Background: an optimization exercise with open tools, aiming at small area, a short achievable clock period and few clock cycles per item. Do not read the settings as production practice. RTL that was checked went through simulation tests only; none was proved equivalent to the original. Power and IR drop assume default switching activity.

== run 1 ==
Design text_full_justify_top, start of the top module:
module text_full_justify_top (
	input  wire logic       clk,
	input  wire logic       arst_n,
	input  wire logic       cfg_we,
	input  wire logic [5:0] cfg_wdata,
	input  wire logic       in_valid,
	output logic            in_ready,
	input  wire logic [7:0] in_byte,
	input  wire logic       in_byte_valid,
	input  wire logic       in_word_end,
	input  wire logic       in_text_end,
	output logic            out_valid,
	input  wire logic       out_ready,
	output logic [7:0]      out_byte,
	output logic            out_line_last,
	output logic            out_word_cut
);
Size in the first run: ~750 flip-flops, about 31,000 sq um of cells after synthesis.
export LEC_CHECK = 0
export ABC_CLOCK_PERIOD_IN_PS = 2600
export CAP_MARGIN = 20
export CORE_MARGIN = 2
export CORE_UTILIZATION = 65
export CTS_CLUSTER_DIAMETER = 85
export CTS_CLUSTER_SIZE = 27
export PLACE_DENSITY = 0.8
export SETUP_SLACK_MARGIN = 4.5
export SLEW_MARGIN = 20
create_clock -name core_clock -period 7.0 [get_ports {clk}]
run.sh (not shown) runs the stock make flow with config.mk's settings and CLKGATE_MAP_FILE= SYNTH_SCRIPT=/design/flow/synth_recipe.tcl, a recipe that flattens the netlist after the stock synthesis.
The final layout from run 1, which completed every stage, passed the timing, DRC and antenna checks at the end of the flow.
Testbench counts of run 1, summed over its fixed seeds: cycles 14,959, bytes 14,730.
[inputs] run 2 vs run 1
-- flow/config.mk --
<<< run 1, line 10
export CORE_MARGIN = 2
export CORE_UTILIZATION = 65
export CTS_CLUSTER_DIAMETER = 85
export CTS_CLUSTER_SIZE = 27
export PLACE_DENSITY = 0.8
export SETUP_SLACK_MARGIN = 4.5
>>> run 2, line 10
export CORE_MARGIN = 2
export CORE_UTILIZATION = 78
export CTS_CLUSTER_DIAMETER = 70
export CTS_CLUSTER_SIZE = 24
export SETUP_SLACK_MARGIN = 4.5
Results
- Delta (run 2 minus run 1): final critical delay including setup and external delays increased by 0.021 ns relative to the old numbers, routed wire length went up, total design power rose by 0.49 mW.
- Run 2 has relative area of non-clock buffer cells in the final design below what run 1 had.
- Fraction of power spent switching nets sits higher in run 2 than in run 1.
- Run 1 -> run 2: synthesized-area fraction occupied by xor and xnor cells flat
- Compared to run 1, run 2 has share of the cycle needed by the critical path after routing 0.29 points higher.
[inputs] run 3 vs run 2
-- flow/config.mk --
<<< run 2, line 10
export CORE_MARGIN = 2
export CORE_UTILIZATION = 78
export CTS_CLUSTER_DIAMETER = 70
export CTS_CLUSTER_SIZE = 24
export SETUP_SLACK_MARGIN = 4.5
export SLEW_MARGIN = 20
>>> run 3, line 10
export CORE_MARGIN = 2
export CORE_UTILIZATION = 60
export CTS_CLUSTER_DIAMETER = 100
export CTS_CLUSTER_SIZE = 30
export SETUP_SLACK_MARGIN = 4.4
export SLEW_MARGIN = 20
- Where total power is concerned, run 2 is outperformed by run 3.
- Run 3: critical path depth 1 below run 2
- Run 2 has lower sequential power share than run 3.
- Run 3 was carried through to the last stage, and its layout satisfied the timing, DRC and antenna checks.
- met1 layer usage reported by global route in run 3 is 13 points lower than in run 2
- Summary of run 3 over run 2: fraction of area in clock buffers and inverters shows a reduction of 1.0 points; largest voltage drop on the vdd net fell by 0.000048 V.
- Run 3 ended up with met4 as its top routing layer in use; run 2 ended up with met5.
Relative to run 3, the following input files were edited for run 4:
-- flow/config.mk --
<<< run 3, line 13
export CTS_CLUSTER_SIZE = 30
export SETUP_SLACK_MARGIN = 4.4
export SLEW_MARGIN = 20
>>> run 4, line 13
export CTS_CLUSTER_SIZE = 30
export PLACE_DENSITY = 0.72
export SETUP_SLACK_MARGIN = 4.5
export SLEW_MARGIN = 20
[summary]
- Run 4 | stages: all done | timing, DRC, antenna: all pass
- Run 3 reports its startpoint of the most critical setup path as u_dp.ra_q[3]$_DFFE_PN0P_ while run 4 reports rdy_q$_DFF_PN0_.
- Run 4 vs. run 3: count of pins over their slew limit did not really move, minimum clock period went down, total wirelength of the detailed-routed design went up, proportion of final cell area spent on non-clock buffers went up, global router's overall resource usage went down.
- Number of nets in the final layout: run 4 and run 3 compared, lower one is run 3
- On mean instance size in the synthesized netlist, run 4 tracks run 3 almost exactly.
- Peak clock frequency supported by timing grows by a few percent when moving from run 3 to run 4.
--- input diff run 4..run 5 ---
-- flow/config.mk --
<<< run 4, line 10
export CORE_MARGIN = 2
export CORE_UTILIZATION = 60
export CTS_CLUSTER_DIAMETER = 100
export CTS_CLUSTER_SIZE = 30
export PLACE_DENSITY = 0.72
export SETUP_SLACK_MARGIN = 4.5
>>> run 5, line 10
export CORE_MARGIN = 2
export CORE_UTILIZATION = 70
export CTS_CLUSTER_DIAMETER = 60
export CTS_CLUSTER_SIZE = 30
export SETUP_SLACK_MARGIN = 4.5
### Flow results
When run 5 is set beside run 4, its multi-input logic portion of the cell area turns out to be 0.67 points smaller.
The non-clock buffer count of run 5 falls short of that of run 4 by 16.
Min fraction of the core area covered by cells at the end of the flow across run 5 and run 4: run 4
From run 4 to run 5 the numbers moved as follows: total power went up, sequential cell area share went down.
Run 5 ended up with or3_1 as its worst-path cell with the longest stage delay; run 4 ended up with dfrtp_1.
Changes in run 6 relative to run 5:
==> flow/config.mk <==
export PLATFORM = sky130hd
export DESIGN_NAME = text_full_justify_top
export DESIGN_NICKNAME = text_full_justify_top
export VERILOG_FILES = /design/flow/design.v
export SDC_FILE = /design/flow/constraint.sdc
export NUM_CORES = 4
export LEC_CHECK = 0
export ABC_AREA = 1
export ABC_CLOCK_PERIOD_IN_PS = 2600
export CAP_MARGIN = 20
export CORE_MARGIN = 2
export CORE_UTILIZATION = 60
export CTS_CLUSTER_DIAMETER = 100
export CTS_CLUSTER_SIZE = 30
export SETUP_SLACK_MARGIN = 4.4
export SLEW_MARGIN = 20
Results
Total combinational power came out higher on run 6 than on run 5. A startpoint of the worst setup timing path of it_bv$_DFFE_PP_ is what run 6 shows, while u_dp.ra_q[4]$_DFFE_PN0P_ belongs to run 5. From run 5 to run 6 the numbers moved as follows: total routing usage reported by global routing went down 3.4 points; multiplexer share of the synthesized area shows a reduction of 11 points; final estimated routing congestion in global placement saw a decrease. Run 6 -> run 5: cell area flat. On post-synthesis register bit count, run 6 tracks run 5 almost exactly. [compare] base=run 5 new=run 6: layout overhead on the synthesized area shows a reduction of 4.1 points, final cell count without fillers now sits higher. When run 6 is set beside run 5, its smallest setup slack after layout turns out to be 0.0057 ns larger. Summary: with run 5 as the reference, summed instance area of the synthesized netlist in run 6 moved up by a few percent. Comparing run 5 and run 6, synthesized cell count is lower on run 5.

---

## v3
text_full_justify_top, a different RTL version from the one above (not shown whole).
For scale: roughly 1,900 cells after synthesis, roughly 760 flip-flops, ~34 I/O pins.
Settings: LEC_CHECK=0, ABC_CLOCK_PERIOD_IN_PS=3000, CAP_MARGIN=20, CORE_MARGIN=2, CORE_UTILIZATION=40, SETUP_SLACK_MARGIN=4, SLEW_MARGIN=20; clock period 7.0 ns.
> inputs changed (v3 -> v17)
diff --git a/flow/config.mk b/flow/config.mk
--- a/flow/config.mk
+++ b/flow/config.mk
@@ -8 +8 @@
-export ABC_CLOCK_PERIOD_IN_PS = 3000
+export ABC_CLOCK_PERIOD_IN_PS = 2600
@@ -12 +12 @@
-export SETUP_SLACK_MARGIN = 4
+export SETUP_SLACK_MARGIN = 4.4
## What came out
- v17 vs v3: arrival time at the worst endpoint down in v17
- On v17: register-to-register setup slack is 260 ps higher than what v3 gave.
- Slowest cell on the critical path = sky130_fd_sc_hd__nor2_1: v3; slowest cell on the critical path = sky130_fd_sc_hd__nor2_2: v17
- v3 consumes less power than v17.
- Looking at sequential fraction of design power, v17 sits 1.8 points below v3.
- Compared with v3, clock group power in v17 increased by a few percent.
- v17 ends up with lower ratio of final minimum period to clock period than v3 does.
- Compared with v3, in v17 final area went up by about 3%; sequential share of layout area went down by 1.8 points.
Relative to v17, the following input files were edited for v48:
diff --git a/flow/config.mk b/flow/config.mk
--- a/flow/config.mk
+++ b/flow/config.mk
@@ -11 +11 @@
-export CORE_UTILIZATION = 40
+export CORE_UTILIZATION = 60
### Flow results
Taking v17 as the reference, in v48 fraction of met3 tracks used by global routing higher, proportion of power drawn by the clock network lower. Side by side, minimum period implied by the final worst setup slack turned out lower in v48 than in v17. On post-layout worst setup margin, v48 does better than v17. Summary: with v17 as the reference, die extent in x in v48 moved down by more than 10%. v48 finished all stages; the layout is clean. v48 vs. v17: switching share of power grew by 0.18 points; total detailed-routing wirelength has decreased.
No run of this note included a check of the RTL's function; only the layout flow was run.

---

raven:
RTL: one of the versions met above, not the one the previous note started from.
Size in the first run: ~1900 cells after synthesis, roughly 750 flip-flops, about 34 I/O pins, about 31000 um2 of cells after synthesis.
Settings: LEC_CHECK=0, ABC_CLOCK_PERIOD_IN_PS=2600, CAP_MARGIN=20, CORE_MARGIN=2, CORE_UTILIZATION=70, CTS_CLUSTER_DIAMETER=70, CTS_CLUSTER_SIZE=24, SETUP_SLACK_MARGIN=4.5, SLEW_MARGIN=20; clock period 7.0 ns.
raven was carried through to the last stage, and its layout satisfied the timing, DRC and antenna checks.
Testbench counts of raven, summed over its fixed seeds: cycles 14,959, bytes 14,730.
### raven -> fjord
Settings: CTS_CLUSTER_SIZE: 24 -> 30; CTS_CLUSTER_DIAMETER: 70 -> 100; CORE_UTILIZATION: 70 -> 60.
Results
Going from raven to fjord, post-detailed-route via-to-cell ratio shrank by a few percent.
When fjord is set beside raven, its number of cells on the worst reg-to-reg path turns out to be 2 larger.
Compared with raven, in fjord non-clock buffer count shows an increase of 16; total power consumption of the routed design shows a reduction of 290 uW; via total after detailed routing shows a reduction of 364.
Relative to fjord, the following input files were edited for nickel:
Settings: a change of SETUP_SLACK_MARGIN from 4.5 to 4.4; a change of CORE_UTILIZATION from 60 to 70.
Notes after the runs:
Compared with fjord, number of buffers created by CTS in nickel decreased by a few percent.
Row post-CTS setup-driven buffer insertion count: nickel lower / fjord higher
Delta (nickel minus fjord): count of vias placed by the detailed router shows an increase of 0.95%; worst setup slack now larger; met3 demand-to-capacity share in global routing increased 0.63 points; layout multi-input combinational cell count has remained practically unchanged; hold slack did not really move.
Input changes introduced in xenon (baseline for comparison: nickel):
Settings: SETUP_SLACK_MARGIN now 4.5, was 4.4; CTS_CLUSTER_SIZE now 27, was 30; CTS_CLUSTER_DIAMETER now 85, was 100; CORE_UTILIZATION now 65, was 70.
Taking nickel as the reference, in xenon antenna diode instance count closely matched the old numbers; number of enable-type register cells in the synthesized netlist closely matched the old numbers; part of the total power dissipated in the clock network increased by 2.1 points relative to the old numbers; wire length reported by the detailed router increased by 2600 um relative to the old numbers. [xenon] total power draw rose 6.2% relative to nickel. Comparing required time of the critical path for nickel and xenon, the smaller number came from nickel. Cmp nickel and xenon / non-clock buffer count / higher: xenon. For the reported leakage power, xenon came in 0.31 nW higher than nickel did. Compared nickel against xenon; placement-stage cell area within noise. On number of tap cells added at floorplan: xenon sits above nickel.

-- separate check: timing with driven ports --
The flow's constraints put no driver on any port. The routed layouts listed below were extracted and timed again, unchanged, in two steps. Step 1 sets driving cells, clkbuf_16 on the clock port and buf_2 on the other inputs (assumed; they add their load-dependent delay and slew). Step 2 moves the port delays by t, midway between the first and last clock arrival at a register: inputs arrive t later, outputs are due t later. That takes back most of the time a late clock gives input paths. Slacks: ideal ports / drivers / drivers and shift; pairs: ideal ports / drivers.
run | t (ns) | setup slack, ns | worst hold slack (ns) | worst setup path after step 2 | cell pins on the clock port's net
run 1 | 0.645 | 4.372 / 4.372 / 4.317 | 0.431 / 0.431 / 0.431 | input to register | 1
run 2 | 0.663 | 4.352 / 4.352 / 4.289 | 0.415 / 0.415 / 0.415 | input, reset recovery | 1
run 3 | 0.675 | 4.329 / 4.329 / 4.307 | 0.448 / 0.448 / 0.448 | input, reset recovery | 1
run 4 | 0.683 | 4.423 / 4.362 / 4.320 | 0.433 / 0.433 / 0.433 | input to register | 1
run 5 | 0.655 | 4.379 / 4.379 / 4.315 | 0.416 / 0.416 / 0.416 | input to register | 1
run 6 | 0.683 | 4.385 / 4.379 / 3.927 | 0.437 / 0.437 / 0.437 | input to register | 1
v3 | 0.686 | 3.989 / 3.989 / 3.818 | 0.419 / 0.419 / 0.419 | input to register | 1
v17 | 0.692 | 4.245 / 4.226 / 3.865 | 0.418 / 0.418 / 0.418 | input to register | 1
v48 | 0.669 | 4.267 / 4.267 / 3.875 | 0.413 / 0.413 / 0.413 | input to register | 1
raven | 0.659 | 4.427 / 4.366 / 4.308 | 0.412 / 0.412 / 0.412 | input to register | 1
fjord | 0.693 | 4.435 / 4.376 / 4.214 | 0.431 / 0.431 / 0.431 | input, reset recovery | 1
nickel | 0.686 | 4.439 / 4.377 / 4.343 | 0.431 / 0.431 / 0.431 | input to register | 1
xenon | 0.637 | 4.491 / 4.435 / 4.295 | 0.429 / 0.429 / 0.429 | input, reset recovery | 1
After both steps setup and hold are still met in every run listed. For run 6, which loses most, drivers alone change the setup slack by -0.006 ns; drivers and shift together by -0.458 ns. Setup slack includes reset recovery checks.
